What follows belongs to an exercise in optimizing a design on an open flow for small area, a short achievable clock period and few clock cycles per item; a production flow would make more cautious choices. Function was checked by simulation only, so behaviour that the tests miss may differ from the original. No driver is modelled on the clock port, so clocking that relies on it looks cheaper here than on a real chip.

===== design/flow/flow/run.sh =====
#!/bin/bash
# The standard layout (standard.sh), with:
#  - synthesis by synth_recipe.tcl, but ABC mapping with an area-oriented script
#    (abc -script replaced; flip-flops are mapped before ABC, so unchanged),
#    without the three-input XOR cells;
#  - buf_1 port buffers, pins one track apart;
#  - timing repair aiming below the 21 ns period (SETUP_SLACK_MARGIN);
#  - a clock tree of clkbuf_16 without dummy loads, and without a wider
#    spacing rule on its root net (which clashed with neighbouring pins);
#  - the state flip-flops and output buffers one size up before the clock
#    tree (flow/pre_cts.tcl);
#  - if the routed layout has antenna or routing violations, placement and
#    routing are redone once or twice with a slightly different placement
#    density.
# Each run of standard.sh logs to standard_flow_N.log; ORFS keeps each step's
# log under orfs/logs/.
set -uo pipefail
W=$PWD
MARGIN="15.3"
CTSBUF="sky130_fd_sc_hd__clkbuf_16"
CTSEXTRA="-sink_clustering_size 20 -sink_clustering_max_diameter 100"
DENSITY="0.50"
EXTRA="GPL_ROUTABILITY_DRIVEN=0"
cp flow/map.abc $W/map.abc
cat > $W/my_synth.tcl <<EOT
proc abc {args} {
  set i [lsearch -exact \$args -script]
  if {\$i >= 0} { lset args [expr {\$i+1}] $W/map.abc }
  foreach c {xor3_1 xor3_2 xor3_4 xnor3_1 xnor3_2 xnor3_4} { lappend args -dont_use sky130_fd_sc_hd__\$c }
  yosys abc {*}\$args
}
source $W/synth_recipe.tcl
EOT
run_flow() {
  bash standard.sh \
    SYNTH_SCRIPT=$W/my_synth.tcl \
    BUFFER_PORTS_ARGS="-buffer_cell sky130_fd_sc_hd__buf_1" \
    PLACE_PINS_ARGS="-min_distance 1 -min_distance_in_tracks" \
    SETUP_SLACK_MARGIN=$MARGIN \
    PRE_CTS_TCL=$W/flow/pre_cts.tcl \
    CTS_ARGS="-sink_clustering_enable -repair_clock_nets -dont_use_dummy_load -apply_ndr none -buf_list {$CTSBUF} $CTSEXTRA" \
    $EXTRA "$@"
}
# a layout is retried if it is missing, has antenna violations or the
# detailed router left violations.
layout_ok() {
  local odb=$W/orfs/results/sky130hd/aesDecryptTop/base/6_final.odb
  local drc=$W/orfs/reports/sky130hd/aesDecryptTop/base/5_route_drc.rpt
  [[ -f $odb ]] || { echo "no final layout"; return; }
  [[ -s $drc ]] && { echo "routing violations"; return; }
  printf 'read_db %s\nputs "ANTENNAS [check_antennas]"\n' "$odb" > $W/antennas.tcl
  openroad -no_init -exit $W/antennas.tcl > $W/antennas_check.log 2>&1
  local n=$(grep -o 'ANTENNAS [0-9]*' $W/antennas_check.log | awk '{print $2}' | tail -1)
  [[ "$n" == "0" ]] && { echo ok; return; }
  echo "antenna violations: ${n:-unknown}"
}
run_flow PLACE_DENSITY=$DENSITY finish > standard_flow_0.log 2>&1
for try in 1 2; do
  st=$(layout_ok)
  echo "layout check after try $((try-1)): $st" >> flow_retries.log
  [[ "$st" == "ok" ]] && break
  bash standard.sh clean_place clean_cts clean_route clean_finish > standard_clean_$try.log 2>&1
  d=$(python3 -c "print(f'{$DENSITY + 0.01*$try:.2f}')")
  run_flow PLACE_DENSITY=$d finish > standard_flow_$try.log 2>&1
done

===== design/flow/flow/map.abc =====
&get -n; &st; &dch; &nf -R 20; &put

===== design/flow/design.v =====
`timescale 1ns/1ps
module invSbox
(
    input  logic [7:0] inByte,
    input  logic [7:0] keyByte,
    output logic [7:0] outByte
);
    logic [3:0] ah, al, d, lam, di;
    logic [8:0] p, q, r, fdi;
    assign ah = inByte[7:4];
    assign al = inByte[3:0];
    assign p[0] = ah[3] & al[3];
    assign p[1] = ah[2] & al[2];
    assign p[2] = (ah[3] ^ ah[2]) & (al[3] ^ al[2]);
    assign p[3] = ah[1] & al[1];
    assign p[4] = ah[0] & al[0];
    assign p[5] = (ah[1] ^ ah[0]) & (al[1] ^ al[0]);
    assign p[6] = (ah[3] ^ ah[1]) & (al[3] ^ al[1]);
    assign p[7] = (ah[2] ^ ah[0]) & (al[2] ^ al[0]);
    assign p[8] = ((ah[3] ^ ah[2]) ^ (ah[1] ^ ah[0])) & ((al[3] ^ al[2]) ^ (al[1] ^ al[0]));
    logic x8, x9, x10, x11, x12, x13, x14, x15, x16;
    assign x8 = inByte[1] ^ inByte[2];
    assign x9 = inByte[4] ^ inByte[6];
    assign x10 = x8 ^ x9;
    assign x11 = inByte[3] ^ inByte[5];
    assign x12 = inByte[0] ^ x10;
    assign x13 = inByte[7] ^ x11;
    assign x14 = x10 ^ x13;
    assign x15 = inByte[2] ^ x11;
    assign x16 = inByte[3] ^ inByte[4];
    assign lam[0] = x12;
    assign lam[1] = x14;
    assign lam[2] = x15;
    assign lam[3] = x16;
    logic y13, y14, y15, y16, y17, y18, y19, y20, y21, y22, y23, y24, y25, y26;
    assign y13 = p[0] ^ p[4];
    assign y14 = p[4] ^ p[7];
    assign y15 = p[2] ^ p[3];
    assign y16 = lam[0] ^ y13;
    assign y17 = y15 ^ y16;
    assign y18 = p[1] ^ p[5];
    assign y19 = lam[1] ^ y13;
    assign y20 = y18 ^ y19;
    assign y21 = p[3] ^ p[6];
    assign y22 = lam[2] ^ y14;
    assign y23 = y21 ^ y22;
    assign y24 = p[5] ^ p[8];
    assign y25 = lam[3] ^ y14;
    assign y26 = y24 ^ y25;
    assign d[0] = y17;
    assign d[1] = y20;
    assign d[2] = y23;
    assign d[3] = y26;
    always_comb
    begin
        case (d)
            4'd0: di = 4'd0;
            4'd1: di = 4'd1;
            4'd2: di = 4'd3;
            4'd3: di = 4'd2;
            4'd4: di = 4'd10;
            4'd5: di = 4'd8;
            4'd6: di = 4'd14;
            4'd7: di = 4'd13;
            4'd8: di = 4'd5;
            4'd9: di = 4'd11;
            4'd10: di = 4'd4;
            4'd11: di = 4'd9;
            4'd12: di = 4'd15;
            4'd13: di = 4'd7;
            4'd14: di = 4'd6;
            4'd15: di = 4'd12;
            default: di = 4'd0;
        endcase
    end
    assign fdi[0] = di[3];
    assign fdi[1] = di[2];
    assign fdi[2] = (di[3] ^ di[2]);
    assign fdi[3] = di[1];
    assign fdi[4] = di[0];
    assign fdi[5] = (di[1] ^ di[0]);
    assign fdi[6] = (di[3] ^ di[1]);
    assign fdi[7] = (di[2] ^ di[0]);
    assign fdi[8] = ((di[3] ^ di[2]) ^ (di[1] ^ di[0]));
    assign q[0] = ah[3] & fdi[0];
    assign r[0] = al[3] & fdi[0];
    assign q[1] = ah[2] & fdi[1];
    assign r[1] = al[2] & fdi[1];
    assign q[2] = (ah[3] ^ ah[2]) & fdi[2];
    assign r[2] = (al[3] ^ al[2]) & fdi[2];
    assign q[3] = ah[1] & fdi[3];
    assign r[3] = al[1] & fdi[3];
    assign q[4] = ah[0] & fdi[4];
    assign r[4] = al[0] & fdi[4];
    assign q[5] = (ah[1] ^ ah[0]) & fdi[5];
    assign r[5] = (al[1] ^ al[0]) & fdi[5];
    assign q[6] = (ah[3] ^ ah[1]) & fdi[6];
    assign r[6] = (al[3] ^ al[1]) & fdi[6];
    assign q[7] = (ah[2] ^ ah[0]) & fdi[7];
    assign r[7] = (al[2] ^ al[0]) & fdi[7];
    assign q[8] = ((ah[3] ^ ah[2]) ^ (ah[1] ^ ah[0])) & fdi[8];
    assign r[8] = ((al[3] ^ al[2]) ^ (al[1] ^ al[0])) & fdi[8];
    logic z26, z27, z28, z29, z30, z31, z32, z33, z34, z35, z36, z37, z38, z39, z40, z41, z42, z43, z44, z45, z46, z47, z48, z49, z50, z51, z52, z53, z54, z55, z56, z57, z58, z59, z60, z61, z62, z63, z64, z65, z66, z67, z68, z69;
    assign z26 = q[3] ^ r[1];
    assign z27 = r[0] ^ z26;
    assign z28 = q[4] ^ q[7];
    assign z29 = q[6] ^ r[3];
    assign z30 = r[6] ^ z29;
    assign z31 = q[1] ^ q[2];
    assign z32 = r[5] ^ z28;
    assign z33 = q[8] ^ r[8];
    assign z34 = z27 ^ z30;
    assign z35 = r[4] ^ z33;
    assign z36 = r[7] ^ z27;
    assign z37 = q[8] ^ r[2];
    assign z38 = r[3] ^ keyByte[0];
    assign z39 = z26 ^ z31;
    assign z40 = z37 ^ z38;
    assign z41 = z32 ^ z39;
    assign z42 = z40 ^ z41;
    assign z43 = q[0] ^ q[2];
    assign z44 = q[6] ^ q[7];
    assign z45 = keyByte[1] ^ z43;
    assign z46 = z44 ^ z45;
    assign z47 = q[0] ^ q[1];
    assign z48 = q[4] ^ keyByte[2];
    assign z49 = z47 ^ z48;
    assign z50 = z35 ^ z49;
    assign z51 = z34 ^ z50;
    assign z52 = q[5] ^ keyByte[3];
    assign z53 = z52 ^ z35;
    assign z54 = z34 ^ z53;
    assign z55 = r[7] ^ keyByte[4];
    assign z56 = z55 ^ z32;
    assign z57 = z34 ^ z56;
    assign z58 = q[5] ^ r[8];
    assign z59 = keyByte[5] ^ z31;
    assign z60 = z58 ^ z59;
    assign z61 = z36 ^ z60;
    assign z62 = q[3] ^ r[8];
    assign z63 = keyByte[6] ^ z62;
    assign z64 = z30 ^ z32;
    assign z65 = z63 ^ z64;
    assign z66 = keyByte[7] ^ z28;
    assign z67 = z31 ^ z33;
    assign z68 = z66 ^ z67;
    assign z69 = z36 ^ z68;
    assign outByte[0] = z42;
    assign outByte[1] = z46;
    assign outByte[2] = z51;
    assign outByte[3] = z54;
    assign outByte[4] = z57;
    assign outByte[5] = z61;
    assign outByte[6] = z65;
    assign outByte[7] = z69;
endmodule
`timescale 1ns/1ps
module invMixColumns
(
    input  logic [31:0] inCol,
    input  logic        flip,
    output logic [31:0] outCol
);
    logic l33, l34, l35, l36, l37, l38, l39, l40, l41, l42, l43, l44, l45, l46, l47, l48, l49, l50, l51, l52, l53, l54, l55, l56, l57, l58, l59, l60, l61, l62, l63, l64, l65, l66, l67, l68, l69, l70, l71, l72, l73, l74, l75, l76, l77, l78, l79, l80, l81, l82, l83, l84, l85, l86, l87, l88, l89, l90, l91, l92, l93, l94, l95, l96, l97, l98, l99, l100, l101, l102, l103, l104, l105, l106, l107, l108, l109, l110, l111, l112, l113, l114, l115, l116, l117, l118, l119, l120, l121, l122, l123, l124, l125, l126, l127, l128, l129, l130, l131, l132, l133, l134, l135, l136, l137, l138, l139, l140, l141, l142, l143, l144, l145, l146, l147, l148, l149, l150, l151, l152, l153, l154, l155, l156, l157, l158, l159, l160, l161, l162, l163, l164, l165, l166, l167, l168, l169, l170, l171, l172, l173, l174, l175, l176, l177, l178, l179, l180, l181, l182, l183, l184, l185, l186, l187, l188, l189, l190, l191, l192, l193, l194, l195, l196, l197, l198, l199, l200, l201, l202, l203, l204, l205, l206, l207, l208, l209, l210, l211, l212, l213, l214, l215, l216, l217, l218, l219, l220, l221, l222, l223, l224, l225, l226, l227, l228, l229, l230, l231, l232, l233, l234, l235, l236, l237, l238, l239, l240, l241, l242, l243;
    assign l33 = inCol[15] ^ inCol[23];
    assign l34 = inCol[3] ^ inCol[7];
    assign l35 = inCol[27] ^ inCol[31];
    assign l36 = inCol[11] ^ inCol[19];
    assign l37 = inCol[12] ^ inCol[28];
    assign l38 = l34 ^ l36;
    assign l39 = inCol[4] ^ inCol[20];
    assign l40 = inCol[2] ^ l35;
    assign l41 = inCol[6] ^ flip;
    assign l42 = inCol[9] ^ inCol[24];
    assign l43 = inCol[1] ^ inCol[16];
    assign l44 = inCol[0] ^ inCol[17];
    assign l45 = inCol[14] ^ inCol[22];
    assign l46 = inCol[8] ^ inCol[25];
    assign l47 = inCol[18] ^ l33;
    assign l48 = l37 ^ l41;
    assign l49 = inCol[26] ^ l42;
    assign l50 = inCol[5] ^ inCol[30];
    assign l51 = inCol[10] ^ l46;
    assign l52 = l33 ^ l35;
    assign l53 = inCol[15] ^ l45;
    assign l54 = l40 ^ l44;
    assign l55 = inCol[23] ^ inCol[29];
    assign l56 = l38 ^ l52;
    assign l57 = inCol[11] ^ inCol[17];
    assign l58 = inCol[7] ^ inCol[31];
    assign l59 = inCol[13] ^ inCol[22];
    assign l60 = inCol[10] ^ l43;
    assign l61 = l39 ^ l41;
    assign l62 = l47 ^ l49;
    assign l63 = inCol[30] ^ l46;
    assign l64 = inCol[9] ^ inCol[19];
    assign l65 = inCol[13] ^ inCol[14];
    assign l66 = inCol[26] ^ l43;
    assign l67 = inCol[6] ^ inCol[15];
    assign l68 = inCol[21] ^ l39;
    assign l69 = inCol[1] ^ inCol[26];
    assign l70 = inCol[13] ^ l44;
    assign l71 = l38 ^ l60;
    assign l72 = inCol[4] ^ inCol[30];
    assign l73 = inCol[0] ^ inCol[16];
    assign l74 = l51 ^ l67;
    assign l75 = l42 ^ l61;
    assign l76 = inCol[14] ^ inCol[21];
    assign l77 = inCol[7] ^ inCol[28];
    assign l78 = inCol[23] ^ l48;
    assign l79 = l66 ^ l72;
    assign l80 = l34 ^ l64;
    assign l81 = inCol[12] ^ l34;
    assign l82 = inCol[29] ^ flip;
    assign l83 = l36 ^ l53;
    assign l84 = l45 ^ l78;
    assign l85 = l63 ^ l75;
    assign l86 = inCol[21] ^ inCol[30];
    assign l87 = inCol[3] ^ inCol[12];
    assign l88 = inCol[8] ^ inCol[24];
    assign l89 = inCol[19] ^ inCol[22];
    assign l90 = inCol[18] ^ inCol[28];
    assign l91 = inCol[7] ^ l33;
    assign l92 = inCol[10] ^ inCol[20];
    assign l93 = l34 ^ l57;
    assign l94 = l36 ^ l69;
    assign l95 = inCol[5] ^ l37;
    assign l96 = l39 ^ l82;
    assign l97 = inCol[20] ^ inCol[24];
    assign l98 = inCol[25] ^ inCol[30];
    assign l99 = l44 ^ l97;
    assign l100 = l98 ^ l99;
    assign l101 = l71 ^ l100;
    assign l102 = l84 ^ l101;
    assign l103 = inCol[18] ^ inCol[22];
    assign l104 = l55 ^ l64;
    assign l105 = l87 ^ l103;
    assign l106 = l40 ^ l66;
    assign l107 = l104 ^ l105;
    assign l108 = l106 ^ l107;
    assign l109 = inCol[31] ^ l33;
    assign l110 = l50 ^ l48;
    assign l111 = l68 ^ l109;
    assign l112 = l110 ^ l111;
    assign l113 = inCol[20] ^ inCol[28];
    assign l114 = inCol[31] ^ l55;
    assign l115 = l73 ^ l89;
    assign l116 = l113 ^ l49;
    assign l117 = l114 ^ l115;
    assign l118 = l116 ^ l117;
    assign l119 = l45 ^ l50;
    assign l120 = l96 ^ l119;
    assign l121 = l56 ^ l120;
    assign l122 = inCol[21] ^ inCol[27];
    assign l123 = l77 ^ l89;
    assign l124 = l122 ^ l47;
    assign l125 = l63 ^ l123;
    assign l126 = l124 ^ l125;
    assign l127 = l91 ^ l94;
    assign l128 = l54 ^ l127;
    assign l129 = inCol[17] ^ inCol[27];
    assign l130 = l65 ^ l129;
    assign l131 = l95 ^ l130;
    assign l132 = l62 ^ l71;
    assign l133 = l131 ^ l132;
    assign l134 = inCol[0] ^ inCol[1];
    assign l135 = l35 ^ l90;
    assign l136 = l134 ^ l135;
    assign l137 = l83 ^ l136;
    assign l138 = l85 ^ l137;
    assign l139 = l50 ^ l92;
    assign l140 = l40 ^ l49;
    assign l141 = l93 ^ l139;
    assign l142 = l140 ^ l141;
    assign l143 = l39 ^ l55;
    assign l144 = l58 ^ l65;
    assign l145 = l48 ^ l143;
    assign l146 = l144 ^ l145;
    assign l147 = inCol[4] ^ l50;
    assign l148 = l77 ^ l88;
    assign l149 = l147 ^ l148;
    assign l150 = l54 ^ l149;
    assign l151 = l50 ^ l59;
    assign l152 = l48 ^ l151;
    assign l153 = l56 ^ l152;
    assign l154 = inCol[3] ^ inCol[6];
    assign l155 = inCol[29] ^ l154;
    assign l156 = l52 ^ l155;
    assign l157 = l79 ^ l156;
    assign l158 = l33 ^ l40;
    assign l159 = l51 ^ l80;
    assign l160 = l158 ^ l159;
    assign l161 = inCol[3] ^ inCol[25];
    assign l162 = l36 ^ l59;
    assign l163 = l161 ^ l68;
    assign l164 = l162 ^ l54;
    assign l165 = l62 ^ l163;
    assign l166 = l164 ^ l165;
    assign l167 = inCol[8] ^ inCol[27];
    assign l168 = l44 ^ l167;
    assign l169 = l80 ^ l168;
    assign l170 = l79 ^ l169;
    assign l171 = l84 ^ l170;
    assign l172 = inCol[2] ^ inCol[10];
    assign l173 = inCol[25] ^ l67;
    assign l174 = l90 ^ l172;
    assign l175 = l38 ^ l70;
    assign l176 = l173 ^ l174;
    assign l177 = l175 ^ l176;
    assign l178 = flip ^ l58;
    assign l179 = l53 ^ l68;
    assign l180 = l95 ^ l178;
    assign l181 = l179 ^ l180;
    assign l182 = inCol[4] ^ inCol[13];
    assign l183 = l73 ^ l182;
    assign l184 = l81 ^ l183;
    assign l185 = l74 ^ l184;
    assign l186 = l65 ^ l86;
    assign l187 = l61 ^ l186;
    assign l188 = l56 ^ l187;
    assign l189 = inCol[2] ^ inCol[5];
    assign l190 = inCol[6] ^ inCol[11];
    assign l191 = inCol[14] ^ inCol[23];
    assign l192 = inCol[31] ^ l42;
    assign l193 = l189 ^ l190;
    assign l194 = l191 ^ l81;
    assign l195 = l192 ^ l193;
    assign l196 = l194 ^ l195;
    assign l197 = l35 ^ l47;
    assign l198 = l60 ^ l93;
    assign l199 = l197 ^ l198;
    assign l200 = l37 ^ l55;
    assign l201 = l69 ^ l86;
    assign l202 = l38 ^ l51;
    assign l203 = l200 ^ l201;
    assign l204 = l54 ^ l202;
    assign l205 = l203 ^ l204;
    assign l206 = inCol[16] ^ l57;
    assign l207 = l87 ^ l40;
    assign l208 = l53 ^ l206;
    assign l209 = l207 ^ l208;
    assign l210 = l85 ^ l209;
    assign l211 = inCol[4] ^ inCol[27];
    assign l212 = l76 ^ l211;
    assign l213 = l47 ^ l51;
    assign l214 = l94 ^ l212;
    assign l215 = l213 ^ l214;
    assign l216 = inCol[30] ^ l37;
    assign l217 = l59 ^ l91;
    assign l218 = l96 ^ l216;
    assign l219 = l217 ^ l218;
    assign l220 = inCol[11] ^ inCol[12];
    assign l221 = inCol[20] ^ l43;
    assign l222 = l76 ^ l88;
    assign l223 = l220 ^ l47;
    assign l224 = l221 ^ l222;
    assign l225 = l223 ^ l224;
    assign l226 = inCol[21] ^ inCol[29];
    assign l227 = l45 ^ l226;
    assign l228 = l48 ^ l227;
    assign l229 = l56 ^ l228;
    assign l230 = l58 ^ l92;
    assign l231 = l70 ^ l230;
    assign l232 = l83 ^ l231;
    assign l233 = inCol[25] ^ inCol[31];
    assign l234 = l233 ^ l38;
    assign l235 = l62 ^ l234;
    assign l236 = inCol[5] ^ inCol[9];
    assign l237 = inCol[18] ^ inCol[29];
    assign l238 = l39 ^ l43;
    assign l239 = l236 ^ l237;
    assign l240 = l38 ^ l40;
    assign l241 = l238 ^ l239;
    assign l242 = l74 ^ l240;
    assign l243 = l241 ^ l242;
    assign outCol[0] = l102;
    assign outCol[1] = ~(l108);
    assign outCol[2] = l112;
    assign outCol[3] = l118;
    assign outCol[4] = ~(l121);
    assign outCol[5] = ~(l126);
    assign outCol[6] = ~(l128);
    assign outCol[7] = l133;
    assign outCol[8] = l138;
    assign outCol[9] = ~(l142);
    assign outCol[10] = l146;
    assign outCol[11] = l150;
    assign outCol[12] = ~(l153);
    assign outCol[13] = ~(l157);
    assign outCol[14] = ~(l160);
    assign outCol[15] = l166;
    assign outCol[16] = l171;
    assign outCol[17] = ~(l177);
    assign outCol[18] = l181;
    assign outCol[19] = l185;
    assign outCol[20] = ~(l188);
    assign outCol[21] = ~(l196);
    assign outCol[22] = ~(l199);
    assign outCol[23] = l205;
    assign outCol[24] = l210;
    assign outCol[25] = ~(l215);
    assign outCol[26] = l219;
    assign outCol[27] = l225;
    assign outCol[28] = ~(l229);
    assign outCol[29] = ~(l232);
    assign outCol[30] = ~(l235);
    assign outCol[31] = l243;
endmodule
module mixColumns
(
    input  logic [31:0] inCol,
    output logic [31:0] outCol
);
    logic m33, m34, m35, m36, m37, m38, m39, m40, m41, m42, m43, m44, m45, m46, m47, m48, m49, m50, m51, m52, m53, m54, m55, m56, m57, m58, m59, m60, m61, m62, m63, m64, m65, m66, m67, m68, m69, m70, m71, m72, m73, m74, m75, m76, m77, m78, m79, m80, m81, m82, m83, m84, m85, m86, m87, m88, m89, m90, m91, m92, m93, m94, m95, m96, m97, m98, m99, m100, m101, m102, m103, m104, m105, m106, m107, m108, m109, m110, m111, m112, m113, m114, m115, m116, m117, m118, m119, m120, m121, m122, m123, m124, m125, m126, m127, m128, m129, m130, m131, m132, m133, m134, m135, m136, m137, m138;
    assign m33 = inCol[15] ^ inCol[23];
    assign m34 = inCol[7] ^ inCol[15];
    assign m35 = inCol[7] ^ inCol[31];
    assign m36 = inCol[3] ^ inCol[11];
    assign m37 = inCol[9] ^ inCol[17];
    assign m38 = inCol[6] ^ inCol[30];
    assign m39 = inCol[14] ^ inCol[22];
    assign m40 = inCol[5] ^ inCol[13];
    assign m41 = inCol[8] ^ inCol[16];
    assign m42 = inCol[23] ^ inCol[31];
    assign m43 = inCol[1] ^ inCol[18];
    assign m44 = inCol[0] ^ m34;
    assign m45 = inCol[4] ^ inCol[28];
    assign m46 = inCol[20] ^ m40;
    assign m47 = inCol[27] ^ m35;
    assign m48 = inCol[12] ^ inCol[29];
    assign m49 = inCol[11] ^ inCol[19];
    assign m50 = inCol[2] ^ inCol[10];
    assign m51 = inCol[29] ^ m39;
    assign m52 = inCol[1] ^ inCol[25];
    assign m53 = inCol[16] ^ inCol[24];
    assign m54 = inCol[19] ^ m42;
    assign m55 = inCol[0] ^ inCol[24];
    assign m56 = inCol[12] ^ inCol[20];
    assign m57 = inCol[13] ^ inCol[21];
    assign m58 = inCol[26] ^ m43;
    assign m59 = inCol[24] ^ m35;
    assign m60 = m41 ^ m59;
    assign m61 = inCol[25] ^ m35;
    assign m62 = m37 ^ m55;
    assign m63 = m61 ^ m62;
    assign m64 = inCol[10] ^ inCol[25];
    assign m65 = m64 ^ m58;
    assign m66 = inCol[2] ^ inCol[26];
    assign m67 = m49 ^ m66;
    assign m68 = m47 ^ m67;
    assign m69 = inCol[3] ^ inCol[28];
    assign m70 = m56 ^ m69;
    assign m71 = m47 ^ m70;
    assign m72 = inCol[29] ^ m45;
    assign m73 = m57 ^ m72;
    assign m74 = inCol[5] ^ inCol[30];
    assign m75 = m74 ^ m51;
    assign m76 = inCol[31] ^ m33;
    assign m77 = m38 ^ m76;
    assign m78 = m53 ^ m44;
    assign m79 = inCol[8] ^ inCol[17];
    assign m80 = m52 ^ m79;
    assign m81 = m44 ^ m80;
    assign m82 = inCol[2] ^ inCol[9];
    assign m83 = m82 ^ m58;
    assign m84 = inCol[3] ^ inCol[19];
    assign m85 = inCol[27] ^ m34;
    assign m86 = m50 ^ m84;
    assign m87 = m85 ^ m86;
    assign m88 = inCol[20] ^ m34;
    assign m89 = m36 ^ m45;
    assign m90 = m88 ^ m89;
    assign m91 = inCol[4] ^ inCol[5];
    assign m92 = inCol[21] ^ m48;
    assign m93 = m91 ^ m92;
    assign m94 = inCol[22] ^ m38;
    assign m95 = m40 ^ m94;
    assign m96 = inCol[6] ^ inCol[14];
    assign m97 = inCol[23] ^ m35;
    assign m98 = m96 ^ m97;
    assign m99 = inCol[8] ^ m33;
    assign m100 = m55 ^ m99;
    assign m101 = inCol[9] ^ m33;
    assign m102 = m41 ^ m52;
    assign m103 = m101 ^ m102;
    assign m104 = inCol[26] ^ m37;
    assign m105 = m50 ^ m104;
    assign m106 = inCol[10] ^ inCol[18];
    assign m107 = inCol[27] ^ m33;
    assign m108 = m36 ^ m106;
    assign m109 = m107 ^ m108;
    assign m110 = inCol[12] ^ m33;
    assign m111 = m45 ^ m49;
    assign m112 = m110 ^ m111;
    assign m113 = m48 ^ m46;
    assign m114 = inCol[14] ^ m38;
    assign m115 = m57 ^ m114;
    assign m116 = inCol[31] ^ m34;
    assign m117 = m39 ^ m116;
    assign m118 = inCol[0] ^ m41;
    assign m119 = m42 ^ m118;
    assign m120 = inCol[1] ^ m37;
    assign m121 = m42 ^ m53;
    assign m122 = m120 ^ m121;
    assign m123 = inCol[17] ^ inCol[18];
    assign m124 = inCol[25] ^ m50;
    assign m125 = m123 ^ m124;
    assign m126 = inCol[18] ^ inCol[26];
    assign m127 = m36 ^ m126;
    assign m128 = m54 ^ m127;
    assign m129 = inCol[4] ^ inCol[27];
    assign m130 = m56 ^ m129;
    assign m131 = m54 ^ m130;
    assign m132 = inCol[21] ^ inCol[28];
    assign m133 = m132 ^ m46;
    assign m134 = inCol[6] ^ inCol[21];
    assign m135 = m134 ^ m51;
    assign m136 = inCol[7] ^ inCol[22];
    assign m137 = inCol[30] ^ m33;
    assign m138 = m136 ^ m137;
    assign outCol[0] = m60;
    assign outCol[1] = m63;
    assign outCol[2] = m65;
    assign outCol[3] = m68;
    assign outCol[4] = m71;
    assign outCol[5] = m73;
    assign outCol[6] = m75;
    assign outCol[7] = m77;
    assign outCol[8] = m78;
    assign outCol[9] = m81;
    assign outCol[10] = m83;
    assign outCol[11] = m87;
    assign outCol[12] = m90;
    assign outCol[13] = m93;
    assign outCol[14] = m95;
    assign outCol[15] = m98;
    assign outCol[16] = m100;
    assign outCol[17] = m103;
    assign outCol[18] = m105;
    assign outCol[19] = m109;
    assign outCol[20] = m112;
    assign outCol[21] = m113;
    assign outCol[22] = m115;
    assign outCol[23] = m117;
    assign outCol[24] = m119;
    assign outCol[25] = m122;
    assign outCol[26] = m125;
    assign outCol[27] = m128;
    assign outCol[28] = m131;
    assign outCol[29] = m133;
    assign outCol[30] = m135;
    assign outCol[31] = m138;
endmodule
`timescale 1ns/1ps
module invRoundDatapath
(
    input  logic [128-1:0] roundState,
    input  logic [128-1:0] roundKey,
    input  logic  stateFlip,
    output logic [128-1:0] nextState
);
    logic [128-1:0] mixed;
    for (genvar c = 0; c < 4; c++)
    begin : genMixCol
        invMixColumns invMixColumns_i
        (
            .inCol  (roundState[127-32*c -: 32]),
            .flip   (stateFlip),
            .outCol (mixed[127-32*c -: 32])
        );
    end
    for (genvar c = 0; c < 4; c++)
    begin : genSboxCol
        for (genvar r = 0; r < 4; r++)
        begin : genSboxRow
            invSbox invSbox_i
            (
                .inByte  (mixed[127-32*((c+4-r)%4)-8*r -: 8]),
                .keyByte (roundKey[127-32*c-8*r -: 8]),
                .outByte (nextState[127-32*c-8*r -: 8])
            );
        end
    end
endmodule
`timescale 1ns/1ps
module roundKeyStore
(
    input  logic     clk,
    input  logic     busy,
    input  logic     busyN,
    input  logic [1408-1:0]   expandedKey,
    output logic [128-1:0]    roundKey
);
    logic [128-1:0] keySlot [0:10-1];
    function automatic logic [128-1:0] keyOf(input logic [1408-1:0] sched, input int r);
        keyOf = {sched[32*(4*r) +: 32], sched[32*(4*r+1) +: 32],
                 sched[32*(4*r+2) +: 32], sched[32*(4*r+3) +: 32]};
    endfunction
    always_ff @(posedge clk)
    begin
        for (int i = 0; i < 10-1; i++)
            keySlot[i] <= ~(({128{busyN}} | keySlot[i+1]) &
                            ({128{busy}} | keyOf(expandedKey, 10-1-i)));
        keySlot[10-1] <= keyOf(expandedKey, 0);
    end
    assign roundKey = keySlot[0];
endmodule
`timescale 1ns/1ps
module aesDecryptCtrl
(
    input  logic     clk,
    input  logic     rstN,
    input  logic     inValid,
    input  logic [128-1:0]    cipherText,
    input  logic [128-1:0]    whitenKey,
    input  logic [128-1:0]    nextState,
    output logic     busy,
    output logic     busyN,
    output logic [128-1:0]    roundState,
    output logic     stateFlip,
    output logic     outValid
);
    logic [3:0] roundsLeft;
    logic       finalRound;
    logic [128-1:0] whitened;
    logic [128-1:0] whitenedMixed;
    assign finalRound = (roundsLeft == 4'd0);
    assign stateFlip  = roundsLeft[0];
    always_ff @(posedge clk)
    begin
        if (!rstN)
        begin
            busy     <= 1'b0;
            busyN    <= 1'b1;
            outValid <= 1'b0;
        end
        else
        begin
            outValid <= busy && finalRound;
            if (!busy)
            begin
                busy  <= inValid;
                busyN <= !inValid;
            end
            else if (finalRound)
            begin
                busy  <= 1'b0;
                busyN <= 1'b1;
            end
        end
    end
    always_ff @(posedge clk)
    begin
        if (!busy)
            roundsLeft <= 4'(10 - 1);
        else
            roundsLeft <= roundsLeft - 4'd1;
    end
    assign whitened = cipherText ^ whitenKey;
    for (genvar c = 0; c < 4; c++)
    begin : genWhitenCol
        mixColumns mixColumns_i
        (
            .inCol  (whitened[127-32*c -: 32]),
            .outCol (whitenedMixed[127-32*c -: 32])
        );
    end
    always_ff @(posedge clk)
        roundState <= ~(({128{busyN}} | nextState) &
                        ({128{busy}} | whitenedMixed));
endmodule
`timescale 1ns/1ps
module aesDecryptTop
(
    input  logic   clk,
    input  logic   rstN,
    input  logic   inValid,
    input  logic [128-1:0]  cipherText,
    input  logic [1408-1:0] expandedKey,
    output logic   outValid,
    output logic [128-1:0]  plainText
);
    logic     busy;
    logic     busyN;
    logic     stateFlip;
    logic [128-1:0]    roundKey;
    logic [128-1:0]    roundState;
    logic [128-1:0]    nextState;
    aesDecryptCtrl aesDecryptCtrl_i
    (
        .clk        (clk),
        .rstN       (rstN),
        .inValid    (inValid),
        .cipherText (cipherText),
        .whitenKey  ({expandedKey[32*40 +: 32], expandedKey[32*41 +: 32],
                      expandedKey[32*42 +: 32], expandedKey[32*43 +: 32]}),
        .nextState  (nextState),
        .busy       (busy),
        .busyN      (busyN),
        .roundState (roundState),
        .stateFlip  (stateFlip),
        .outValid   (outValid)
    );
    roundKeyStore roundKeyStore_i
    (
        .clk         (clk),
        .busy        (busy),
        .busyN       (busyN),
        .expandedKey (expandedKey),
        .roundKey    (roundKey)
    );
    invRoundDatapath invRoundDatapath_i
    (
        .roundState (roundState),
        .roundKey   (roundKey),
        .stateFlip  (stateFlip),
        .nextState  (nextState)
    );
    assign plainText = roundState;
endmodule

===== design/flow/flow/pre_cts.tcl =====
# the state register drives the plainText outputs: give its flip-flops and
# the output port buffers one size up before the clock tree is built.
set n 0
foreach inst [[ord::get_db_block] getInsts] {
  set nm [$inst getName]
  set m [[$inst getMaster] getName]
  if {[string match "*roundState*" $nm] && $m eq "sky130_fd_sc_hd__dfxtp_1"} {
    replace_cell [get_cells $nm] sky130_fd_sc_hd__dfxtp_2
    incr n
  }
}
puts "resized $n state flip-flops"
set n 0
foreach bt [[ord::get_db_block] getBTerms] {
  if {![string match "plainText*" [$bt getName]]} { continue }
  foreach it [[$bt getNet] getITerms] {
    set inst [$it getInst]
    if {[[$inst getMaster] getName] eq "sky130_fd_sc_hd__buf_1"} {
      replace_cell [get_cells [$inst getName]] sky130_fd_sc_hd__buf_2
      incr n
    }
  }
}
puts "resized $n output buffers"

===== design/flow/constraint.sdc =====
create_clock -name core_clock -period 21.0 [get_ports {clk}]
set_input_delay 4.2000 -clock core_clock [delete_from_list [all_inputs] [get_ports {clk}]]
set_output_delay 4.2000 -clock core_clock [all_outputs]
set_load 0.01 [all_outputs]

===== design/flow/standard.sh =====
#!/bin/bash
# synth_recipe.tcl (not shown) runs the flow's synth.tcl, then flattens the netlist and writes it again
# the make line also repeats each setting of config.mk as NAME=value (left out here)
make -C /OpenROAD-flow-scripts/flow DESIGN_CONFIG=/design/flow/config.mk WORK_HOME=/design/flow/orfs CLKGATE_MAP_FILE= SYNTH_SCRIPT=/design/flow/synth_recipe.tcl "${@:-finish}"

===== design/flow/config.mk =====
export PLATFORM = sky130hd
export DESIGN_NAME = aesDecryptTop
export DESIGN_NICKNAME = aesDecryptTop
export VERILOG_FILES = /design/flow/design.v
export SDC_FILE = /design/flow/constraint.sdc
export NUM_CORES = 8
export LEC_CHECK = 0
export CAP_MARGIN = 20
export CORE_AREA = 4 4 376 376
export DETAILED_ROUTE_END_ITERATION = 24
export DIE_AREA = 0 0 380 380
export SLEW_MARGIN = 20

==> flow_metrics.env, run 1 <==
export IMPL_overall_global_routing_resource_usage=0.295
export IMPL_finalSetupTns_ns=0
export IMPL_hold_end="roundKeyStore_i.keySlot[1][42]$_DFF_P_"
export IMPL_pre_cts_slack_ns=13.88
export IMPL_boundaryPins=1668
export IMPL_path_buf_inv=1
export IMPL_hold_path_cell_count=1
export IMPL_mapped_avg_cell_area_um2=10.4
export IMPL_timing_final_crit_period_ns=5.68
export IMPL_critical_path_reg2reg_endpoint="aesDecryptCtrl_i.roundState[11]$_DFF_P_"
export IMPL_grt_start_max_net_pins=246
export IMPL_maximum_fanout_along_the_worst_path=5
export IMPL_cts_hold_buffers_added=0
export IMPL_postSynth_topFlopCell="dfxtp_1"
export IMPL_unrepaired_setup_endpoints_after_global_routing="true"
export IMPL_worst_slew_pin_transition_ns=1.19
export IMPL_area_growth_syn_to_layout_pct=24.0
export IMPL_dieArea_um2=144000
export IMPL_initial_utilization=0.460
export IMPL_maxSlewHeadroom=0.204
export IMPL_number_of_antenna_violations_at_the_first_check_in_global_routing=136
export IMPL_placement_rows=136
export IMPL_syn_instance_count=6111
export IMPL_via_count_of_the_first_global_routing_pass=51584
export IMPL_crit_path_start_kind="register"
export IMPL_num_vias=51748
export IMPL_dr_first_iter_drc_count=3293
export IMPL_synthArstFlopShare=0
export IMPL_synth_top_cell_area_share=0.448
export IMPL_mappedNetlistArea_um2=63300
export IMPL_worstSkewPairLatency_ns=0.74
export IMPL_fin_skew_ns=0.0722
export IMPL_synth_edf_count=0
export IMPL_ys_ff_latch=1415
export IMPL_worst_hold_startpoint="roundKeyStore_i.keySlot[2][42]$_DFF_P_"
export IMPL_worst_setup_hold_path_clk_slew_ns=0.09
export IMPL_yosys_top_cells_area="dfxtp_1 (45%), xnor2_1 (29%), o22ai_1 (13%)"
export IMPL_dpl_cell_area_um2=72000
export IMPL_crit_path_cell_trace="buf_2"
export IMPL_r2r_start="aesDecryptCtrl_i.roundsLeft[0]$_SDFF_PN1_"
export IMPL_criticalPathCategory="register to primary output"
export IMPL_critPathSlowestCell="dfxtp_2"
export IMPL_chipWidth_um=380
export IMPL_reg2reg_setup_slack_ns=15.48
export IMPL_synth_fp_nets=7654
export IMPL_cp_startpoint="aesDecryptCtrl_i.roundState[78]$_DFF_P_"
export IMPL_wire_per_inst_um=23.4
export IMPL_timing_fmax_mhz=176
export IMPL_placed_cells_incl_taps=9598
export IMPL_hold_removal_path_class="register to register"
export IMPL_critical_path_required_ns=16.80
export IMPL_floorplan_die_height_um=380
export IMPL_final_cell_count_without_fillers=9831
export IMPL_worstRegToRegCells=20
export IMPL_synth_largest_area_cell="dfxtp_1"
export IMPL_cts_tree="built"
export IMPL_maxCapViolCount=0
export IMPL_drt_pass1_iterations=6
export IMPL_tritoncts_num_sinks=1415
export IMPL_antenna_violating_nets_post_route=0
export IMPL_layout_cell_area_non_filler_um2=78500
export IMPL_grt_ovfl_total=0
export IMPL_first_pass_grt_wire_length_mm=329
export IMPL_critical_path_endpoint_type="primary output"
export IMPL_route_final_wire_length_mm=230
export IMPL_yosysSeqAreaShare=0.448
export IMPL_report_final_slew_viol_count=0
export IMPL_hold_violations=0
export IMPL_final_layout_size_suffix_gt1_frac=0.0996
export IMPL_timing_critical_path_slowest_cell_delay_ns=0.52
export IMPL_cp_top_family="flip-flops"
export IMPL_route_detailed_vias_per_inst=5.26
export IMPL_utilization=0.571
export IMPL_core_area_um2=137000
export IMPL_synthDistinctLibCells=35
export IMPL_remaining_drc_errors=0
export IMPL_dp_hpwl_mm=180
export IMPL_status="finished clean"
export IMPL_synth_warnings=4
export IMPL_port_buffers=1667
export IMPL_finalSetupViolCount=0
export IMPL_cts_buffers=85
export IMPL_finalCritPeriodShare=0.270
export IMPL_finalNetCount=9514
export IMPL_post_layout_worst_setup_margin_ns=15.32
export IMPL_cp_data_arrival_time_ns=1.48
## metal layers
metal / wire length (um) / GRT usage / up-vias
li1: - / - / 24991
met1: 93500 / 0.367 / 24069
met2: 102000 / 0.468 / 1974
met3: 21900 / 0.104 / 590
met4: 11700 / 0.119 / 124
met5: 829 / 0 / -
## layout by cell type, fill, tap and decap left out, types with 3 or more instances in the layout
master,Yosys,layout
xnor2_1,2061,1777
buf_1,0,1539
dfxtp_1,1415,1284
o22ai_1,1274,1274
xor2_1,621,587
nor2_1,277,270
xnor2_2,0,239
nand2_1,161,161
buf_2,0,128
dfxtp_2,0,119
buf_4,0,94
clkbuf_16,0,85
diode_2,0,68
nand2b_1,62,62
xnor2_4,0,45
nor2b_1,40,40
o21ai_0,45,36
a21oi_1,33,24
clkinv_1,24,23
xor2_2,0,23
and2_0,12,12
dfxtp_4,0,12
buf_12,0,12
xor2_4,0,11
or2_0,11,11
a21oi_2,0,9
a21o_1,8,8
nor3_1,9,8
o21ai_1,0,7
nor2_2,0,7
mux2i_1,8,6
o21a_1,6,6
nand3_1,6,6
o22a_1,4,4
and3_1,4,4
ha_1,4,4
o21bai_1,3,3
or3_1,3,3
## final cells by class
class	instances	area [um^2]
diodes	68	170
clock buffers	85	2130
fillers	12623	59000
inverters	24	91.3
multi-input cells	4672	38000
flip-flops and latches	1415	28500
well taps	1794	2240
repair buffers	1773	7360
## stage by stage
stage / hold slack, ns
floorplan: 0.399
global placement: 0.400
detailed placement: 0.405
CTS: 0.393
global route: 0.403
finish: 0.393
## state kept, by name, indices dropped and copies added (netlist names)
signal / count
aesDecryptCtrl_i.busy: 1
aesDecryptCtrl_i.busyN: 1
aesDecryptCtrl_i.outValid: 1
aesDecryptCtrl_i.roundState: 128
aesDecryptCtrl_i.roundsLeft: 4
roundKeyStore_i.keySlot: 1280
## logic make-up (layout without fill, tap and decap cells)
logic type	after synthesis	in the layout	synth area share
xor+xnor	2682	2682	0.371
flops	1415	1415	0.448
compound gates	1390	1390	0.137
simple gates	588	588	0.0406
buf+inv	24	1882	0.00142
mux	8	8	0.00127
fa+ha+maj	4	4	0.000791
other cells	0	68	0
## cell usage after synthesis (6+ instances only)
cell type,number
dfxtp_1,1415
nor2_1,277
xor2_1,621
o22ai_1,1274
xnor2_1,2061
and2_0,12
or2_0,11
nor3_1,9
nand3_1,6
mux2i_1,8
nand2b_1,62
a21o_1,8
nand2_1,161
clkinv_1,24
nor2b_1,40
a21oi_1,33
o21a_1,6
o21ai_0,45
## repair_timing
action	in CTS	in global routing
resized for setup	181	240
pin swaps	8	47
setup buffers	13	67
endpoints found under the setup margin	119	120
## worst max path at each step
stage | end | cells after the start
floorplan | aesDecryptCtrl_i.roundState[100]$_DFF_P_ | 2
global placement | aesDecryptCtrl_i.roundState[11]$_DFF_P_ | 21
detailed placement | aesDecryptCtrl_i.roundState[11]$_DFF_P_ | 20
CTS | aesDecryptCtrl_i.roundState[11]$_DFF_P_ | 22
global route | aesDecryptCtrl_i.roundState[7]$_DFF_P_ | 22
finish | plainText[78] | 1
Testbench counts, summed over its fixed seeds: cycles 5,640, items 512.
==> inputs of run 2 (changes only) <==
--- a/design/flow/flow/run.sh
+++ b/design/flow/flow/run.sh
@@ -18,7 +18,7 @@
 W=$PWD
 MARGIN="15.3"
 CTSBUF="sky130_fd_sc_hd__clkbuf_16"
-CTSEXTRA="-sink_clustering_size 20 -sink_clustering_max_diameter 100"
+CTSEXTRA="-sink_clustering_size 25 -sink_clustering_max_diameter 80"
 DENSITY="0.50"
 EXTRA="GPL_ROUTABILITY_DRIVEN=0"
 cp flow/map.abc $W/map.abc
==> run 2 against run 1 <==
  * Cell area is 0.13% lower
  * Core utilization is 0.074 points lower
  * Clock skew is 0.027 ns higher
  * Area after synthesis stayed put
  * Die area stayed put
  * Clock-buffer cell count is 3 lower
  * Register-to-register slack worse by 0.02 ns
==> flow_metrics.env, run 2 <==
export IMPL_postSynth_topFlopCell="dfxtp_1"
export IMPL_antenna_violating_nets_post_route=0
export IMPL_path_buf_inv=1
export IMPL_wire_per_inst_um=23.4
export IMPL_yosysSeqAreaShare=0.448
export IMPL_yosysMostFrequentCell="xnor2_1"
export IMPL_crit_path_cell_trace="buf_2"
export IMPL_maximum_fanout_along_the_worst_path=6
export IMPL_critPathSlowestCell="dfxtp_2"
export IMPL_cts_hold_buffers_added=0
export IMPL_dr_first_iter_drc_count=3263
export IMPL_synth_largest_area_cell="dfxtp_1"
export IMPL_synth_fp_nets=7654
export IMPL_dpl_cell_area_um2=72000
export IMPL_synth_warnings=4
export IMPL_tritoncts_num_sinks=1415
export IMPL_grt_ovfl_total=0
export IMPL_hold_removal_path_class="register to register"
export IMPL_fin_skew_ns=0.0992
export IMPL_cts_buffers=82
export IMPL_boundaryPins=1668
export IMPL_remaining_drc_errors=0
export IMPL_initial_utilization=0.460
export IMPL_synth_edf_count=0
export IMPL_mappedNetlistArea_um2=63300
export IMPL_synth_top_cell_area_share=0.448
export IMPL_layout_top_registers="roundKeyStore_i.keySlot x1280, aesDecryptCtrl_i.roundState x128, aesDecryptCtrl_i.roundsLeft x4"
export IMPL_num_vias=51711
export IMPL_route_final_wire_length_mm=230
export IMPL_first_pass_grt_wire_length_mm=329
export IMPL_mapped_avg_cell_area_um2=10.4
export IMPL_most_common_library_cell_in_the_layout_ignoring_fill_and_taps="xnor2_1"
export IMPL_worst_setup_hold_path_clk_slew_ns=0.10
export IMPL_finalSetupViolCount=0
export IMPL_pre_cts_slack_ns=13.88
export IMPL_area_growth_syn_to_layout_pct=23.9
export IMPL_cp_data_arrival_time_ns=1.47
export IMPL_unrepaired_setup_endpoints_after_global_routing="true"
export IMPL_ys_ff_latch=1415
export IMPL_drt_pass1_iterations=8
export IMPL_yosys_top_cells_count="xnor2_1 (2061), dfxtp_1 (1415), o22ai_1 (1274), xor2_1 (621), nor2_1 (277)"
export IMPL_synthDistinctLibCells=35
export IMPL_criticalPathCategory="register to primary output"
export IMPL_cts_tree="built"
export IMPL_final_cell_count_without_fillers=9823
export IMPL_yosys_top_cells_area="dfxtp_1 (45%), xnor2_1 (29%), o22ai_1 (13%)"
export IMPL_dp_hpwl_mm=180
export IMPL_timing_critical_path_slowest_cell_delay_ns=0.58
export IMPL_hold_violations=0
export IMPL_status="finished clean"
export IMPL_mostFrequentLayoutCells="xnor2_1 (1771), buf_1 (1539), dfxtp_1 (1284), o22ai_1 (1274), xor2_1 (589)"
export IMPL_placed_cells_incl_taps=9598
export IMPL_finalCritPeriodShare=0.270
export IMPL_floorplan_die_height_um=380
export IMPL_via_count_of_the_first_global_routing_pass=51417
export IMPL_largest_register_ff_count=1280
export IMPL_syn_instance_count=6111
export IMPL_maxCapViolCount=0
export IMPL_core_area_um2=137000
export IMPL_finalNetCount=9509
export IMPL_chipWidth_um=380
export IMPL_maxSlewHeadroom=0.220
export IMPL_timing_fmax_mhz=176
export IMPL_number_of_antenna_violations_at_the_first_check_in_global_routing=136
export IMPL_worstSkewPairLatency_ns=0.74
export IMPL_synthArstFlopShare=0
export IMPL_final_layout_size_suffix_gt1_frac=0.0993
export IMPL_port_buffers=1667
export IMPL_dieArea_um2=144000
export IMPL_timing_final_crit_period_ns=5.67
export IMPL_finalSetupTns_ns=0
export IMPL_layout_cell_area_non_filler_um2=78400
export IMPL_overall_global_routing_resource_usage=0.295
export IMPL_route_detailed_vias_per_inst=5.26
export IMPL_critical_path_endpoint_type="primary output"
export IMPL_cp_top_family="flip-flops"
export IMPL_crit_path_start_kind="register"
export IMPL_post_layout_worst_setup_margin_ns=15.33
export IMPL_grt_start_max_net_pins=246
export IMPL_report_final_slew_viol_count=0
export IMPL_critical_path_required_ns=16.80
export IMPL_worst_slew_pin_transition_ns=1.17
export IMPL_placement_rows=136
export IMPL_top_register="roundKeyStore_i.keySlot"
run 2: cell count changes in the layout (fill, tap and decap cells not counted), moves of 2 or more:
cell       before   now
xnor2_1      1777  1771
xnor2_2       239   244
dfxtp_2       119   123
dfxtp_4        12     8
buf_12         12     9
clkbuf_16      85    82
diode_2        68    65
xor2_2         23    20
a21oi_1        24    26
a21oi_2         9     7
xor2_1        587   589
run 2: final timing paths:
| kind | from | endpoint | slack, ns | cells after the start |
|---|---|---|---|---|
| worst max-delay path | aesDecryptCtrl_i.roundState[55]$_DFF_P_ | plainText[55] | 15.33 | 1 |
| worst min-delay path | roundKeyStore_i.keySlot[2][21]$_DFF_P_ | roundKeyStore_i.keySlot[1][21]$_DFF_P_ | 0.35 | 1 |
| worst max register to register | aesDecryptCtrl_i.roundsLeft[0]$_SDFF_PN1_ | aesDecryptCtrl_i.roundState[104]$_DFF_P_ | 15.46 | 22 |
| worst min register to register | roundKeyStore_i.keySlot[2][21]$_DFF_P_ | roundKeyStore_i.keySlot[1][21]$_DFF_P_ | 0.35 | 1 |
run 2: per-layer routing:
metal / vias up / global-route usage / routed length, um
li1: 24987 / - / -
met1: 24016 / 0.368 / 93100
met2: 1980 / 0.467 / 102000
met3: 596 / 0.105 / 22100
met4: 132 / 0.119 / 11800
met5: - / 0 / 861
run 2: timing repair:
item	in CTS	in global routing
gates cloned	0	0
endpoints found under the hold margin	0	0
buffers inserted	17	61
setup endpoints to repair	121	114
gates resized for setup	184	238
pin swaps	10	44
run 2: area by class of cell:
type                       count  area [um^2]
antenna                       65          163
clock buffer                  82         2050
fill                       12638        59100
inverter                      24         91.3
multi-input combinational   4672        38000
sequential                  1415        28500
tap                         1794         2240
timing repair buffer        1771         7310
run 2: per-stage QoR:
stage                      util  hold WS (ns)
final                     0.570         0.351
after detailed placement  0.524         0.405
after global routing      0.569         0.343
after floorplan               -         0.399
after global placement    0.524         0.400
after CTS                 0.552         0.351
run 2: logic make-up after synthesis:
| kind of cell | after synthesis | synth area share |
|---|---|---|
| adder cells (fa/ha/maj) | 4 | 0.000791 |
| flip-flops | 1415 | 0.448 |
| multiplexers | 8 | 0.00127 |
| AND/OR/NAND/NOR | 588 | 0.0406 |
| buffers and inverters | 24 | 0.00142 |
| XOR/XNOR | 2682 | 0.371 |
| AO/OA/AOI/OAI | 1390 | 0.137 |
==> inputs of run 3 (changes only) <==
--- a/design/flow/flow/run.sh
+++ b/design/flow/flow/run.sh
@@ -18,7 +18,7 @@
 W=$PWD
 MARGIN="15.3"
 CTSBUF="sky130_fd_sc_hd__clkbuf_16"
-CTSEXTRA="-sink_clustering_size 25 -sink_clustering_max_diameter 80"
+CTSEXTRA="-sink_clustering_size 20 -sink_clustering_max_diameter 100"
 DENSITY="0.50"
 EXTRA="GPL_ROUTABILITY_DRIVEN=0"
 cp flow/map.abc $W/map.abc
--- a/design/flow/flow/pre_cts.tcl
+++ b/design/flow/flow/pre_cts.tcl
@@ -5,7 +5,7 @@
   set nm [$inst getName]
   set m [[$inst getMaster] getName]
   if {[string match "*roundState*" $nm] && $m eq "sky130_fd_sc_hd__dfxtp_1"} {
-    replace_cell [get_cells $nm] sky130_fd_sc_hd__dfxtp_2
+    replace_cell [get_cells $nm] sky130_fd_sc_hd__dfxtp_4
     incr n
   }
 }
@@ -16,7 +16,7 @@
   foreach it [[$bt getNet] getITerms] {
     set inst [$it getInst]
     if {[[$inst getMaster] getName] eq "sky130_fd_sc_hd__buf_1"} {
-      replace_cell [get_cells [$inst getName]] sky130_fd_sc_hd__buf_2
+      replace_cell [get_cells [$inst getName]] sky130_fd_sc_hd__buf_4
       incr n
     }
   }
==> run 3 against run 2 <==
  * Clock skew is 0.025 ns lower
  * Sequential share of layout area is 0.10 points higher
  * Global-route usage up 0.079 points
  * Core utilization is 0.45 points higher
  * Die area unchanged
  * Synthesized cell count is the same
  * Clock-buffer cell count increased by 3
  * Cell area grew 0.79%
  * Fmax grew 1.6%
  * Final cell count rose by 0.12%
  * Critical endpoint is now plainText[127]
==> flow_metrics.env, run 3 <==
export IMPL_worst_slew_pin_transition_ns=1.20
export IMPL_ys_ff_latch=1415
export IMPL_worst_hold_startpoint="roundKeyStore_i.keySlot[2][42]$_DFF_P_"
export IMPL_finalCritPeriodShare=0.266
export IMPL_placement_rows=136
export IMPL_maximum_fanout_along_the_worst_path=7
export IMPL_hold_violations=0
export IMPL_finalSetupViolCount=0
export IMPL_dieArea_um2=144000
export IMPL_largest_register_ff_count=1280
export IMPL_timing_final_crit_period_ns=5.58
export IMPL_mostFrequentLayoutCells="xnor2_1 (1782), buf_1 (1539), dfxtp_1 (1284), o22ai_1 (1273), xor2_1 (589)"
export IMPL_most_common_library_cell_in_the_layout_ignoring_fill_and_taps="xnor2_1"
export IMPL_cp_data_arrival_time_ns=1.38
export IMPL_antenna_violating_nets_post_route=0
export IMPL_floorplan_die_height_um=380
export IMPL_maxSlewHeadroom=0.198
export IMPL_finalNetCount=9516
export IMPL_tritoncts_num_sinks=1415
export IMPL_layout_filler_cells=12572
export IMPL_dp_hpwl_mm=180
export IMPL_crit_path_cell_trace="buf_4"
export IMPL_synth_fp_nets=7654
export IMPL_area_growth_syn_to_layout_pct=24.9
export IMPL_worstSkewPairLatency_ns=0.74
export IMPL_maxCapViolCount=0
export IMPL_synth_top_cell_area_share=0.448
export IMPL_unrepaired_setup_endpoints_after_global_routing="true"
export IMPL_synthArstFlopShare=0
export IMPL_syn_instance_count=6111
export IMPL_remaining_drc_errors=0
export IMPL_critPathSlowestCell="dfxtp_4"
export IMPL_route_detailed_vias_per_inst=5.26
export IMPL_hold_removal_path_class="register to register"
export IMPL_cp_startpoint="aesDecryptCtrl_i.roundState[127]$_DFF_P_"
export IMPL_mappedNetlistArea_um2=63300
export IMPL_area_of_combinational_cells_with_multiple_inputs_um2=37900
export IMPL_area_sequential_um2=28800
export IMPL_hold_worst_slack_ns=0.386
export IMPL_top_register="roundKeyStore_i.keySlot"
export IMPL_postSynth_topFlopCell="dfxtp_1"
export IMPL_yosys_top_cells_area="dfxtp_1 (45%), xnor2_1 (29%), o22ai_1 (13%)"
export IMPL_fin_skew_ns=0.0745
export IMPL_cts_hold_buffers_added=0
export IMPL_number_of_antenna_violations_at_the_first_check_in_global_routing=136
export IMPL_first_pass_grt_wire_length_mm=330
export IMPL_num_vias=51751
export IMPL_route_final_wire_length_mm=230
export IMPL_report_final_slew_viol_count=0
export IMPL_wire_per_inst_um=23.4
export IMPL_initial_utilization=0.460
export IMPL_yosysMostFrequentCell="xnor2_1"
export IMPL_chipWidth_um=380
export IMPL_synth_edf_count=0
export IMPL_synthDistinctLibCells=35
export IMPL_overall_global_routing_resource_usage=0.296
export IMPL_layout_top_registers="roundKeyStore_i.keySlot x1280, aesDecryptCtrl_i.roundState x128, aesDecryptCtrl_i.roundsLeft x4"
export IMPL_drt_pass1_iterations=7
export IMPL_timing_critical_path_slowest_cell_delay_ns=0.50
export IMPL_yosys_top_cells_count="xnor2_1 (2061), dfxtp_1 (1415), o22ai_1 (1274), xor2_1 (621), nor2_1 (277)"
export IMPL_critical_path_endpoint_type="primary output"
export IMPL_synth_warnings=4
export IMPL_timing_fmax_mhz=179
export IMPL_cts_buffers=85
export IMPL_grt_start_max_net_pins=246
export IMPL_crit_path_start_kind="register"
export IMPL_via_count_of_the_first_global_routing_pass=51692
export IMPL_cp_top_family="flip-flops"
export IMPL_finalSetupTns_ns=0
export IMPL_grt_ovfl_total=0
export IMPL_worst_setup_hold_path_clk_slew_ns=0.09
export IMPL_status="finished clean"
export IMPL_synth_largest_area_cell="dfxtp_1"
export IMPL_dr_first_iter_drc_count=3234
export IMPL_yosysSeqAreaShare=0.448
export IMPL_pre_cts_slack_ns=13.88
export IMPL_final_layout_size_suffix_gt1_frac=0.0987
export IMPL_criticalPathCategory="register to primary output"
export IMPL_core_area_um2=137000
export IMPL_port_buffers=1667
export IMPL_cts_tree="built"
export IMPL_r2r_start="aesDecryptCtrl_i.roundState[95]$_DFF_P_"
export IMPL_post_layout_worst_setup_margin_ns=15.42
export IMPL_boundaryPins=1668
export IMPL_mapped_avg_cell_area_um2=10.4
export IMPL_path_buf_inv=1
export IMPL_critical_path_required_ns=16.80
[run 3: changes by cell type in the layout (fill, tap and decap cells not counted), sizes merged]
cell / change
buf: +4
diode: +5
clkbuf: +3
[run 3: area by class of cell]
class | instances | area share
Antenna cell | 70 | 0.00222
Inverter | 24 | 0.00116
Sequential cell | 1415 | 0.365
Multi-Input combinational cell | 4672 | 0.480
Clock buffer | 85 | 0.0269
Timing Repair Buffer | 1775 | 0.0968
Tap cell | 1794 | 0.0284
[run 3: cells by family (layout without fill, tap and decap cells)]
group	count (synthesis)	count (layout)	share of synthesized area
and+or+nand+nor	588	588	0.0406
adders and majority gates	4	4	0.000791
other	0	70	0
xor gates and xnor gates	2682	2682	0.371
DFF	1415	1415	0.448
buffers and inverters	24	1884	0.00142
muxes	8	8	0.00127
AOI/OAI and AO/OA	1390	1390	0.137
[run 3: timing repair]
action,CTS,global route
buffers inserted,14,68
cloned,0,0
hold endpoints to repair,0,0
resized for setup,176,225
endpoints found under the setup margin,119,111
pin swaps,9,41
[run 3: worst paths after layout]
check	endpoint	slack, ns	cells after the start
worst max register to register	aesDecryptCtrl_i.roundState[11]$_DFF_P_	15.50	23
worst min register to register	roundKeyStore_i.keySlot[1][42]$_DFF_P_	0.39	1
worst min-delay path	roundKeyStore_i.keySlot[1][42]$_DFF_P_	0.39	1
worst max-delay path	plainText[127]	15.42	1
[run 3: routing by layer]
metal  global-route usage  up-vias  part of all wire
met2                0.468     1975              0.44
met1                0.368    24039              0.41
met5                    0        -            0.0036
li1                     -    25027                 -
met4                0.122      122             0.051
met3                0.105      588             0.095
[run 3: per-stage QoR]
| stage | std cells | utilization | area [um^2] |
|---|---|---|---|
| after floorplan | 6111 | - | 63300 |
| after global placement | 9598 | 0.524 | 72000 |
| after detailed placement | 9598 | 0.524 | 72000 |
| after CTS | 9697 | 0.557 | 76600 |
| after global routing | 9795 | 0.574 | 78900 |
| final | 9835 | 0.575 | 79000 |

-- afterwards: timing with drivers on the ports --
How much do the figures lean on ideal ports? The routed layouts below were timed once more, with nothing changed but the port constraints. Step 1 (the two cells are an assumption about what drives the block):
set clk [get_ports {clk}]
set_driving_cell -lib_cell sky130_fd_sc_hd__clkbuf_16 $clk
set_driving_cell -lib_cell sky130_fd_sc_hd__buf_2 [delete_from_list [all_inputs] $clk]
Step 2 times the ports against the registers' clock, not the clock port: input delays grow and output delays shrink by t, the midpoint of the rising clock arrivals with the driver on. Slacks: ideal ports / drivers / drivers and shift; pairs: ideal ports / drivers.
run	t, ns	slack for setup (ns)	worst setup path at the end	worst slew at a driven data input, ns	pins driven straight from the clock port
run 1	0.789	15.323 / 15.233 / 14.671	input to register	0.18	1
run 2	0.768	15.326 / 15.240 / 14.680	input to register	0.18	1
run 3	0.785	15.417 / 15.329 / 14.699	input to register	0.18	1
After both steps every run listed still meets setup and hold. For run 3, which loses most, drivers alone change the setup slack by -0.088 ns; drivers and shift together by -0.718 ns.
